What follows belongs to an exercise in optimizing a design on an open flow for small area, a short achievable clock period and few clock cycles; a production flow would make more cautious choices.
Only simulation tests tie the RTL to the original design; equivalence was not proved.

**flow/constraint.sdc**
```tcl
create_clock -name core_clock -period 70.0 [get_ports {clk}]
set_input_delay 14.0000 -clock core_clock [delete_from_list [all_inputs] [get_ports {clk}]]
set_output_delay 14.0000 -clock core_clock [all_outputs]
set_load 0.01 [all_outputs]
```
**flow/run.sh**
```bash
#!/bin/bash
# synth_recipe.tcl (not shown) runs the flow's synth.tcl, then flattens the netlist and writes it again
# the make line also repeats each setting of config.mk as NAME=value (left out here)
make -C /OpenROAD-flow-scripts/flow DESIGN_CONFIG=/design/flow/config.mk WORK_HOME=/design/flow/orfs CLKGATE_MAP_FILE= SYNTH_SCRIPT=/design/flow/synth_recipe.tcl finish
```
**flow/design.v**
```verilog
`timescale 1ns/1ns
module gradient_result (
  input  logic signed [10:0] gx, input  logic signed [10:0] gy,
  output logic [10:0] mag, output logic a45, a90, a135);
  logic [9:0]  ax, ay;
  logic sec0, sec90, same_sign;
  assign ax  = gx[10] ? 10'(-gx) : 10'(gx);
  assign ay  = gy[10] ? 10'(-gy) : 10'(gy);
  assign mag = {1'b0, ax} + {1'b0, ay};
  logic [13:0] n9; logic [15:0] n45, n53; logic [24:0] P; logic [8:0] lo_thr, hi_thr;
  assign n9  = {ax,3'b0} + {4'b0,ax};
  assign n45 = {n9,2'b0} + {2'b0,n9};
  assign n53 = n45 + {3'b0,ax,3'b0};
  assign P   = {n53,9'b0} + {11'b0,n9};
  assign lo_thr = P[24:16];
  logic cy; assign cy = ({1'b0,P[15:0]} + {7'b0,ax}) >> 16;
  assign hi_thr = lo_thr + {8'b0,cy};
  assign sec0      = ({1'b0, ay} <= {2'b0, lo_thr});
  assign sec90     = ({2'b0, ay} > ({1'b0, ax, 1'b0} + {3'b0, hi_thr}));
  assign same_sign = (gx[10] == gy[10]);
  assign a45  = !sec0 && !sec90 && same_sign;
  assign a135 = !sec0 && !sec90 && !same_sign;
  assign a90  = !sec0 && sec90;
endmodule
`timescale 1ns/1ns
module ced_top
#(
  parameter int IMG_SIZE = 128
) (
  input  logic        clk,
  input  logic        rst,
  input  logic        enable,
  output logic        ird,
  output logic [13:0] iaddr,
  input  logic [7:0]  idata,
  output logic        grad_wr,
  output logic [39:0] grad_out,
  output logic        done
);
  localparam int K    = 8;             
  localparam int KO   = K - 2;         
  localparam int OUTS = IMG_SIZE - 2;  
  localparam int DL   = 2 * K + 1;     
  localparam logic [13:0] OADDR_INIT = 14'(-(2 * OUTS + 1));
  logic        started;   
  logic        run;       
  logic [2:0]  jr;        
  logic [6:0]  rowr;      
  logic [6:0]  colr;      
  logic        v1, v2;    
  logic [13:0] oaddr;     
  logic last_j, last_read;
  assign last_j    = (jr == 3'(K - 1));
  assign last_read = last_j && (colr == 7'd127) && (rowr == 7'd127);
  assign ird   = run;
  assign iaddr = {rowr, colr};
  always_ff @(posedge clk or posedge rst) begin
    if (rst) begin
      started <= 1'b0;
      run     <= 1'b0;
      v1      <= 1'b0;
      v2      <= 1'b0;
      grad_wr <= 1'b0;
      done    <= 1'b0;
    end else begin
      if (enable && !started) begin
        started <= 1'b1;
        run     <= 1'b1;
      end else if (last_read) begin
        run     <= 1'b0;
      end
      v1      <= run && (jr >= 3'd2) && (colr >= 7'd2);
      v2      <= v1;
      grad_wr <= v2;
      if (started && !run && !v1 && !v2) done <= 1'b1;
    end
  end
  always_ff @(posedge clk) begin
    if (!started) begin
      jr   <= '0;
      rowr <= '0;
      colr <= '0;
    end else begin
      jr <= jr + 3'd1;
      if (last_j) begin
        colr <= colr + 7'd1;
        if (colr == 7'd127) rowr <= rowr - 7'd1;
        else                rowr <= rowr - 7'(K - 1);
      end else begin
        rowr <= rowr + 7'd1;
      end
    end
  end
  always_ff @(posedge clk) begin
    if (!started) begin
      oaddr <= OADDR_INIT;
    end else if (jr == 3'd2) begin
      if (colr == 7'd0) oaddr <= oaddr - 14'(OUTS + 127);
      else              oaddr <= oaddr - 14'((K - 1) * OUTS - 1);
    end else begin
      oaddr <= oaddr + 14'(OUTS);
    end
  end
  logic [7:0] px [DL];
  always_ff @(posedge clk) begin
    px[0] <= idata;
    for (int i = 1; i < DL; i++) px[i] <= px[i-1];
  end
  logic signed [8:0]  d;
  logic signed [8:0]  s2;
  logic signed [10:0] s1;
  logic signed [10:0] gx;
  logic [9:0]         h, h1, h2;
  logic signed [10:0] gy;
  assign d  = {1'b0, px[0]} - {1'b0, px[2*K]};
  assign gx = {{2{d[8]}}, d} + s1;
  assign h  = {2'b0, px[0]} + {2'b0, px[2*K]} + {1'b0, px[K], 1'b0};
  assign gy = {1'b0, h} - {1'b0, h2};
  always_ff @(posedge clk) begin
    s2 <= d;
    s1 <= {d[8], d, 1'b0} + {{2{s2[8]}}, s2};
    h1 <= h;
    h2 <= h1;
  end
  logic [10:0] mag;
  logic        a45, a90, a135;
  gradient_result u_gradient_result (
    .gx   (gx),
    .gy   (gy),
    .mag  (mag),
    .a45  (a45),
    .a90  (a90),
    .a135 (a135)
  );
  logic [10:0] mag_q;
  logic        a45_q, a90_q, a135_q;
  always_ff @(posedge clk) begin
    mag_q  <= mag;
    a45_q  <= a45;
    a135_q <= a135;
    a90_q  <= a90;
  end
  logic [7:0] ang;
  assign ang = {a135_q, a90_q, a45_q, a90_q, a45_q | a90_q,
                a45_q | a135_q, a90_q | a135_q, a45_q | a135_q};
  assign grad_out = {2'b0, mag_q, 5'b0, ang, oaddr};
endmodule
```
**flow/config.mk**
```make
export PLATFORM = sky130hd
export DESIGN_NAME = ced_top
export DESIGN_NICKNAME = ced_top
export VERILOG_FILES = /design/flow/design.v
export SDC_FILE = /design/flow/constraint.sdc
export NUM_CORES = 4
export LEC_CHECK = 0
export CAP_MARGIN = 20
export CORE_MARGIN = 2
export CORE_UTILIZATION = 40
export PLACE_DENSITY = 0.6
export SLEW_MARGIN = 20
```
==> flow_summary.yaml <==
worst_hold_path:
  hold_path.class: "flip-flop to flip-flop"
sta:
  fmax_ghz: 0.0640
  setup_violations: 0
  min_period_ps: 15610
  slew_violations: 0
  skew_ps: 8.41
  hold_viol: 0
  maxSlewHeadroom: 0.361
  fin_setup_tns_ps: 0
  max_slew.worst_pin.slew_ps: 956
  rsz0062_at_grt: "false"
  timing.final.crit_share: 0.223
placed_design:
  place_congestion: 0.861
  placed_cell_area_um2: 12600
  dpl.hpwl_mm: 17.3
  portBuffers: 60
worst_setup_path:
  crit_path_start_kind: "flip-flop"
  cp_cell_sequence: "or2_2 > clkdlybuf4s50_1"
  cp_max_fo: 3
  crit_path_top_delay_cell: "clkdlybuf4s50_1"
  cp-end-kind: "primary output"
  required_ps: 56000
  path_delay_family: "buffers and inverters"
  worst-path-buf-inv: 1
  cp_slowest_stage_delay_ps: 480
  critPathKind: "flip-flop to primary output"
  arrival_ps: 1610
clocking:
  hold_buffers: 0
  clk_path_buf_depth: 3
  htreeDepth: 1
  post_cts_buffers: 0
  cts_tree: "yes"
  cts-resized-gates: 0
  clock_latency_ps: 520
  clock_sinks: 225
  clkTransAtPathRegs_ps: 60
  cts_made_buffers: 24
  root_buffer: "clkbuf_16"
final_layout:
  final_cell_area_um2: 13500
  multi_input_area_um2: 6630
  fin_nets: 1386
  area_growth_pct: 15.2
  drive_gt1_frac: 0.0743
  diodes: 0
  nFillCells: 2756
  final_cell_mix: "219 x dfxtp_1, 130 x ha_1, 94 x xnor2_1, 93 x inv_1, 75 x a21oi_1"
  seq_area_um2: 4530
  layout_commonest_cell: "dfxtp_1"
synth:
  synthArstFlopShare: 0.0267
  syn_avg_cell_area_um2: 10.1
  synth_cell_types: 92
  ys_seq_area_frac: 0.388
  ys_ff_latch: 225
  ys.flop_type: "dfxtp_1"
  ys.warnings.count: 2
  synthesis.instances: 1154
  syn-cell-area_um2: 11700
  synth_edf_count: 0
die:
  chipHeight_um: 175
  fp.dieW_um: 175
  ios: 68
  core_um2: 28800
  start_util: 0.406
  num_rows: 62
  die_area_um2: 30600
routing:
  routedWlPerCell_um: 13.9
  drtIter0Drc: 336
  num_vias: 7941
  drt-vias-per-instance: 4.89
  wl_mm: 22.6
  drc: 0
  antenna_left: 0
  dr.pass1.iters: 5
job:
  max-cap-violations: 0
global_routing:
  grt_pass1_wl_mm: 37.5
  grt_antenna_before_repair: 0
  grt.total_usage: 0.149
  grt_start_max_net_pins: 35
  grt-ovfl-total: 0
  grt_pass1_vias: 7698
status:
  status: "timing/DRC/antenna clean"
[cells by family after synthesis]
family	share of synthesized area
muxes	0.00599
adders and majority gates	0.185
AOI/OAI and AO/OA	0.146
DFF	0.388
and+or+nand+nor	0.118
xor gates and xnor gates	0.111
other	0.000321
buffers and inverters	0.0468
[cell usage after synthesis, types with 5 or more instances]
master	count	area share
dfxtp_1	219	0.37
nand3_1	17	0.0073
and3_1	11	0.0059
o21ai_0	33	0.014
clkbuf_1	11	0.0035
nand2b_1	10	0.0054
buf_4	13	0.0083
nand4_1	14	0.0075
inv_1	93	0.030
nor2_1	50	0.016
dfrtp_1	6	0.013
a21boi_0	6	0.0039
nor3_1	14	0.0060
xor2_1	39	0.029
and2_1	18	0.0096
nand2_1	54	0.017
or2_2	6	0.0032
a21oi_1	75	0.032
ha_1	130	0.14
nor4_1	5	0.0027
fa_1	24	0.041
or3_1	7	0.0037
o21a_1	6	0.0039
a21o_1	37	0.024
nor2b_1	23	0.012
o21bai_1	20	0.013
a31oi_1	6	0.0032
xnor2_1	94	0.070
[flip-flops by register name (all words and copies together) (netlist names), 3 cells and up]
signal / count
h1: 10
oaddr: 14
s2: 8
mag_q: 11
jr: 3
h2: 10
colr: 7
rowr: 7
s1: 10
px: 136
[cell type report]
| type | instances | share of cell area |
|---|---|---|
| clock buffers | 32 | 0.0513 |
| multi-input cells | 809 | 0.492 |
| well taps | 384 | 0.0357 |
| flip-flops and latches | 225 | 0.337 |
| repair buffers | 63 | 0.0462 |
| clock inverters | 12 | 0.0106 |
| inverters | 98 | 0.0274 |
[metal layers]
metal	share of wire	wire [µm]	global-route usage	up-vias
met4	0.015	341	0.0333	0
met3	0.037	843	0.0252	30
li1	-	-	-	4108
met5	0	0	0	-
met1	0.47	10700	0.195	3689
met2	0.47	10700	0.257	114
[worst paths after layout]
check	startpoint	to	slack [ps]	depth (start not counted)
max	a45_q	grad_out[14]	54390	2
min	px[15][4]	px[16][4]	320	0
max reg2reg	px[0][1]	a90_q	57150	57
min reg2reg	px[15][4]	px[16][4]	320	0
max in group asynchronous	rst	started	56110	2
min in group asynchronous	rst	run	13700	2
[through the flow]
step	worst slack (ps)	hold slack (ps)	cells	utilization
3_5_place_dp	54910	312	1579	0.439
4_1_cts	54350	320	1623	0.468
2_1_floorplan	55230	310	1160	-
6_report	54390	322	1623	0.468
5_1_grt	54310	329	1623	0.468
3_3_place_gp	54920	310	1579	0.439
Testbench counts, summed over its fixed seeds: cycles 172,072.

static timing again, ports no longer ideal:
In the flow no input, the clock included, has a driving cell. The finished layout below was timed again as built, in two steps.
Step 1: set_driving_cell puts a clkbuf_16 on clk and a buf_2 on each other input, an assumption about the parent block.
Step 2 adds t to the input delays and takes it off the output delays; t is the mean of the earliest and latest rising clock arrival at the registers after step 1. Input paths then give back, and output paths get back, about the clock's delay inside the block.
Three values: ideal ports, drivers, drivers and shift; two values: the first two.
t (ns): 0.564
setup WS [ns]: 54.386 / 54.335 / 54.899
hold slack, ns: 0.322 / 0.322 / 0.322
After both steps this run still meets setup and hold. The setup slack of this run moves by -0.051 ns with the drivers and by +0.513 ns with both steps.
